Context: an optimization exercise on an open-source flow, tuned for small area, a short achievable clock period and few clock cycles. The choices shown serve that exercise and are no tape-out recipe. Function was checked by simulation only, so behaviour that the tests miss may differ from the original. Power is estimated from default activity; no workload was simulated.

Design row_accum_top, start of the top module:
module row_accum_top (
    input  logic                 clk,
    input  logic                 rst_n,
    input  logic                 in_valid,
    output logic                 in_ready,
    input  row_accum_pkg::val_t  in_val,
    input  row_accum_pkg::row_t  in_row,
    input  row_accum_pkg::col_t  in_col,
    input  logic                 in_last,
    output logic                 out_valid,
    input  logic                 out_ready,
    output row_accum_pkg::val_t  out_val,
    output row_accum_pkg::col_t  out_col,
    output logic                 out_last,
    output logic                 row_done
);
    localparam int NCOL = row_accum_pkg::NCOL;
    localparam int VW   = row_accum_pkg::VAL_W;
    localparam int NQ   = 3;    
    localparam int NSD  = 3;    
    typedef logic [NCOL-1:0]     bmap_t;
    typedef row_accum_pkg::col_t col_t;
    typedef row_accum_pkg::val_t val_t;
    val_t mem [NCOL];
    logic                first_q;
    row_accum_pkg::row_t cur_row_q;
    logic                rdy_q;
    logic                acc;
    logic                in_new;    
    logic                in_chg;    
    assign in_ready = rdy_q;
    assign acc      = in_valid && rdy_q;
    assign in_new   = first_q || (in_row != cur_row_q);
    assign in_chg   = !first_q && (in_row != cur_row_q);
    always_ff @(posedge clk or negedge rst_n) begin
        if (!rst_n) begin
            first_q   <= 1'b1;
            cur_row_q <= '0;
        end else if (acc) begin
            first_q   <= in_last;
            cur_row_q <= in_row;
        end
    end
    logic   a_v, a_last, a_new, a_chg;
    col_t   a_col;
    val_t   a_val;
    logic   s_v, s_last, s_new, s_chg;
    col_t   s_col;
    val_t   s_val;
    logic   b_v, b_last;
    col_t   b_col;
    val_t   b_val, b_op, sum;
    bmap_t  bm_open;                  
    bmap_t  q [NQ];                   
    logic [2:0] qcnt;
    logic   qsp1_q, qsp2_q;           
    bmap_t  ml;                       
    logic [NSD-1:0] sd_v;
    col_t   sd_col [NSD];
    val_t   sd_val [NSD];
  ...
Size in the first run: roughly 1500 flip-flops, roughly 68000 µm² of cells after synthesis.
export LEC_CHECK = 0
export ABC_CLOCK_PERIOD_IN_PS = 3500
export CAP_MARGIN = 20
export CELL_PAD_IN_SITES_DETAIL_PLACEMENT = 1
export CELL_PAD_IN_SITES_GLOBAL_PLACEMENT = 2
export CORE_MARGIN = 2
export CORE_UTILIZATION = 30
export PLACE_DENSITY = 0.4
export SETUP_SLACK_MARGIN = 5
export SLEW_MARGIN = 20
create_clock -name core_clock -period 10.0 [get_ports {clk}]
run.sh (not shown) runs the stock make flow with config.mk's settings and CLKGATE_MAP_FILE= SYNTH_SCRIPT=/design/flow/synth_recipe.tcl, a recipe that flattens the netlist after the stock synthesis.
The starting point completed without violations.
Testbench counts at the start, summed over its fixed seeds: cycles 12,303.
Change:
==> flow/flow/run.sh (new file) <==
#!/bin/bash
set -euo pipefail
bash standard.sh SETUP_SLACK_MARGIN=6.7 finish > make_finish.log 2>&1
==> flow/standard.sh (new file) <==
#!/bin/bash
# synth_recipe.tcl (not shown) runs the flow's synth.tcl, then flattens the netlist and writes it again
# the make line also repeats each setting of config.mk as NAME=value (left out here)
make -C /OpenROAD-flow-scripts/flow DESIGN_CONFIG=/design/flow/config.mk WORK_HOME=/design/flow/orfs CLKGATE_MAP_FILE= SYNTH_SCRIPT=/design/flow/synth_recipe.tcl "${@:-finish}"
removed: flow/run.sh
Effect: The changed run produced a clean layout. Routed wire length increases by 17%. Hold slack is better by 0.0039 ns. Total power is higher by 31%. Flip-flop and latch count stays the same. Non-clock buffer count went up by 937. Register-to-register slack gets better by 1.3 ns. Die area does not change. Cell area went up by 22%. Via count goes up by 15%. Sequential share of layout area fell by 9.6 points. First-iteration DRC count came out higher by 33%.
Change:
==> flow/run.sh (new file) <==
#!/bin/bash
# synth_recipe.tcl (not shown) runs the flow's synth.tcl, then flattens the netlist and writes it again
# the make line also repeats each setting of config.mk as NAME=value (left out here)
make -C /OpenROAD-flow-scripts/flow DESIGN_CONFIG=/design/flow/config.mk WORK_HOME=/design/flow/orfs CLKGATE_MAP_FILE= SYNTH_SCRIPT=/design/flow/synth_recipe.tcl finish
--- a/flow/config.mk
+++ b/flow/config.mk
@@ -7,3 +7,2 @@
 export LEC_CHECK = 0
-export ABC_CLOCK_PERIOD_IN_PS = 3500
 export CAP_MARGIN = 20
@@ -14,3 +13,2 @@
 export PLACE_DENSITY = 0.4
-export SETUP_SLACK_MARGIN = 5
 export SLEW_MARGIN = 20
removed: flow/flow/run.sh
removed: flow/standard.sh
Result: The new run finished clean; routed wire length falls by 14%; sequential share of layout area rises by 10 points; design area falls by about 18%; clock power rises by about 4.4%; combinational power falls by about 40%.
Change:
==> flow/flow/run.sh (new file) <==
#!/bin/bash
set -euo pipefail
bash standard.sh SETUP_SLACK_MARGIN=6.0 finish > make_finish.log 2>&1
==> flow/standard.sh (new file) <==
#!/bin/bash
# synth_recipe.tcl (not shown) runs the flow's synth.tcl, then flattens the netlist and writes it again
# the make line also repeats each setting of config.mk as NAME=value (left out here)
make -C /OpenROAD-flow-scripts/flow DESIGN_CONFIG=/design/flow/config.mk WORK_HOME=/design/flow/orfs CLKGATE_MAP_FILE= SYNTH_SCRIPT=/design/flow/synth_recipe.tcl "${@:-finish}"
--- a/flow/config.mk
+++ b/flow/config.mk
@@ -7,2 +7,3 @@
 export LEC_CHECK = 0
+export ABC_CLOCK_PERIOD_IN_PS = 3500
 export CAP_MARGIN = 20
@@ -13,2 +14,3 @@
 export PLACE_DENSITY = 0.4
+export SETUP_SLACK_MARGIN = 5
 export SLEW_MARGIN = 20
removed: flow/run.sh
Power is higher by about 9%; clock power is lower by about 2%; critical path depth stays the same; clock skew is higher by 0.019 ns; die area is unchanged; via count is higher by 3.9%; routed wire length is higher by 5.1%; hold slack stays flat; fmax is higher by 46%; core utilization is higher by 1.9 points.

========
row_accum_top, a different RTL version from the one above (not shown whole).
Size: about 4900 cells after synthesis, ~1600 flip-flops.
==> flow/design.v (excerpt) <==
module row_accum_top (
    input  logic                 clk,
    input  logic                 rst_n,
    input  logic                 in_valid,
    output logic                 in_ready,
    input  row_accum_pkg::val_t  in_val,
    input  row_accum_pkg::row_t  in_row,
    input  row_accum_pkg::col_t  in_col,
    input  logic                 in_last,
    output logic                 out_valid,
    input  logic                 out_ready,
    output row_accum_pkg::val_t  out_val,
    output row_accum_pkg::col_t  out_col,
    output logic                 out_last,
    output logic                 row_done
);
    localparam int NCOL = row_accum_pkg::NCOL;
    localparam int VW   = row_accum_pkg::VAL_W;
    localparam int NQ   = 3;    
    localparam int NSD  = 3;    
    typedef logic [NCOL-1:0]     bmap_t;
    typedef row_accum_pkg::col_t col_t;
    typedef row_accum_pkg::val_t val_t;
    val_t mem [NCOL];
    logic                first_q;
    row_accum_pkg::row_t cur_row_q;
    logic                rdy_q;
    logic                acc;
    logic                in_new;    
    logic                in_chg;    
    assign in_ready = rdy_q;
    assign acc      = in_valid && rdy_q;
    assign in_new   = first_q || (in_row != cur_row_q);
    assign in_chg   = !first_q && (in_row != cur_row_q);
    always_ff @(posedge clk or negedge rst_n) begin
        if (!rst_n) begin
            first_q <= 1'b1;
        end else if (acc) begin
            first_q <= in_last;
        end
    end
    always_ff @(posedge clk) begin
        if (acc) begin
            cur_row_q <= in_row;
        end
    end
    logic   a_v, a_last, a_new, a_chg;
    col_t   a_col;
    bmap_t  a_oh;                     
    val_t   a_val;
    logic   s_v, s_last, s_new, s_chg;
    col_t   s_col;
    val_t   s_val;
    logic   b_v, b_last;
    col_t   b_col;
    bmap_t  b_oh;                     
    val_t   b_val, b_op, sum;
  ...
export LEC_CHECK = 0
export ABC_CLOCK_PERIOD_IN_PS = 3500
export CAP_MARGIN = 20
export CELL_PAD_IN_SITES_DETAIL_PLACEMENT = 1
export CELL_PAD_IN_SITES_GLOBAL_PLACEMENT = 2
export CORE_MARGIN = 2
export CORE_UTILIZATION = 55
export CTS_CLUSTER_DIAMETER = 80
export CTS_CLUSTER_SIZE = 22
export PLACE_DENSITY = 0.65
export SETUP_SLACK_MARGIN = 5
export SLEW_MARGIN = 20
create_clock -name core_clock -period 10.0 [get_ports {clk}]
standard.sh (not shown) runs the stock make flow with config.mk's settings and CLKGATE_MAP_FILE= SYNTH_SCRIPT=/design/flow/synth_recipe.tcl, a recipe that flattens the netlist after the stock synthesis.
==> flow/flow/run.sh <==
#!/bin/bash
set -euo pipefail
bash standard.sh SETUP_SLACK_MARGIN=6.4 finish > make_finish.log 2>&1
Testbench counts at the start, summed over its fixed seeds: cycles 12,303.
Next try:
CORE_UTILIZATION = 45   (was 55)
PLACE_DENSITY = 0.55   (was 0.65)
What happened:
- design area rises slightly
- sequential share of layout area drops by 1.2 points
- first-iteration DRC count decreases by about a fifth
- routed wire length rises by a few percent
- worst setup slack improves by 65 ps
- clock-buffer cell count goes up by 12
- via count fell slightly
- total power went up by a few percent
- register-to-register slack improved by 70 ps
- hold slack loses 16 ps
- final cell count goes up by a few percent
Next try:
ABC_AREA = 1   (was default)
Via count increases by about 14%. Core utilization stays flat. Total power grows by about 3.3%. Design area rises by about 4.7%. Worst setup slack improves by 160 ps. Clock power climbs by about 4%.
Next try:
==> flow/flow/run.sh (replaced) <==
#!/bin/bash
set -euo pipefail
bash standard.sh SETUP_SLACK_MARGIN=6.6 finish > make_finish.log 2>&1
ABC_AREA = default   (was 1)
=> Global-route usage came out lower by 1.4 points; critical path depth came out lower by 7; via count came out lower by 12%; utilization grows by 0.36 points; total power drops by 1.7%; cell area fell by 4.0%; combinational power stays flat; hold slack improved by 6.6 ps.

========
== v12 ==
row_accum_top again, from the RTL that the note above started with.
## row_accum_top
module row_accum_top (
    input  logic                 clk,
    input  logic                 rst_n,
    input  logic                 in_valid,
    output logic                 in_ready,
    input  row_accum_pkg::val_t  in_val,
    input  row_accum_pkg::row_t  in_row,
    input  row_accum_pkg::col_t  in_col,
    input  logic                 in_last,
    output logic                 out_valid,
    input  logic                 out_ready,
    output row_accum_pkg::val_t  out_val,
    output row_accum_pkg::col_t  out_col,
    output logic                 out_last,
    output logic                 row_done
);
export LEC_CHECK = 0
export ABC_CLOCK_PERIOD_IN_PS = 3500
export CAP_MARGIN = 20
export CELL_PAD_IN_SITES_DETAIL_PLACEMENT = 1
export CELL_PAD_IN_SITES_GLOBAL_PLACEMENT = 2
export CORE_MARGIN = 2
export CORE_UTILIZATION = 45
export CTS_CLUSTER_DIAMETER = 80
export CTS_CLUSTER_SIZE = 22
export PLACE_DENSITY = 0.55
export SETUP_SLACK_MARGIN = 5
export SLEW_MARGIN = 20
create_clock -name core_clock -period 10.0 [get_ports {clk}]
==> flow/flow/run.sh <==
#!/bin/bash
set -euo pipefail
bash standard.sh SETUP_SLACK_MARGIN=6.7 finish > make_finish.log 2>&1
In summary, v12 completed successfully, with a layout that passed the timing, design-rule and antenna checks.
Testbench counts of v12, summed over its fixed seeds: cycles 12,303.
#### Input delta (v29 over v12)
==> flow/flow/run.sh <==
#!/bin/bash
set -euo pipefail
bash standard.sh SETUP_SLACK_MARGIN=6.5 finish > make_finish.log 2>&1
- Final-layout clock buffer total ends up higher on v12.
- Compared with v12, v29 shows final critical path time including I/O delays and setup higher by 0.018 ns.
- v29 finished every stage and its layout cleared the timing, design-rule and antenna checks.
- The utilization in v29 was lower than what v12 gave.
- The post-route standard cell area excluding fillers number comes out higher for v12 vs v29.

## re-timing with driven ports
In the flow no input, the clock included, has a driving cell. The finished layouts below were timed again as built, in two steps. Step 1, drivers: a clkbuf_16 drives clk and a buf_2 each remaining input, both assumed. Step 2 also shifts input and output timing later by t, the mid clock arrival at the registers, as if the neighbouring blocks saw the same clock. a / b / c = no drivers / after step 1 / after step 2; a / b = the first two.
run | shift t [ns] | slack for setup (ns) | hold WS [ns] | slew at the worst register clock pin (ns) | worst data-port slew with drivers (ns)
the first run of note 1 | 0.954 | 4.865 / 4.865 / 4.865 | 0.335 / 0.335 / 0.335 | 0.07 / 0.07 | 0.12
the second run of note 1 | 0.964 | 6.176 / 6.162 / 5.874 | 0.339 / 0.339 / 0.339 | 0.07 / 0.07 | 0.06
the third run of note 1 | 0.941 | 3.880 / 3.880 / 3.880 | 0.339 / 0.339 / 0.339 | 0.07 / 0.07 | 0.14
the fourth run of note 1 | 0.946 | 5.812 / 5.812 / 5.273 | 0.338 / 0.338 / 0.338 | 0.07 / 0.07 | 0.08
the first run of note 2 | 0.841 | 6.220 / 6.220 / 5.743 | 0.340 / 0.340 / 0.340 | 0.10 / 0.10 | 0.06
the second run of note 2 | 0.871 | 6.285 / 6.285 / 5.715 | 0.325 / 0.325 / 0.325 | 0.10 / 0.10 | 0.06
the third run of note 2 | 0.887 | 6.440 / 6.366 / 5.703 | 0.340 / 0.340 / 0.340 | 0.10 / 0.10 | 0.07
the fourth run of note 2 | 0.855 | 6.496 / 6.404 / 5.881 | 0.347 / 0.347 / 0.347 | 0.10 / 0.10 | 0.06
v12 | 0.851 | 6.511 / 6.431 / 5.977 | 0.324 / 0.324 / 0.324 | 0.10 / 0.10 | 0.06
v29 | 0.855 | 6.493 / 6.411 / 5.817 | 0.345 / 0.345 / 0.345 | 0.10 / 0.10 | 0.06
After both steps setup and hold are still met in every run listed. The setup slack of the third run of note 2, which loses most, moves by -0.074 ns with the drivers and by -0.737 ns with both steps.
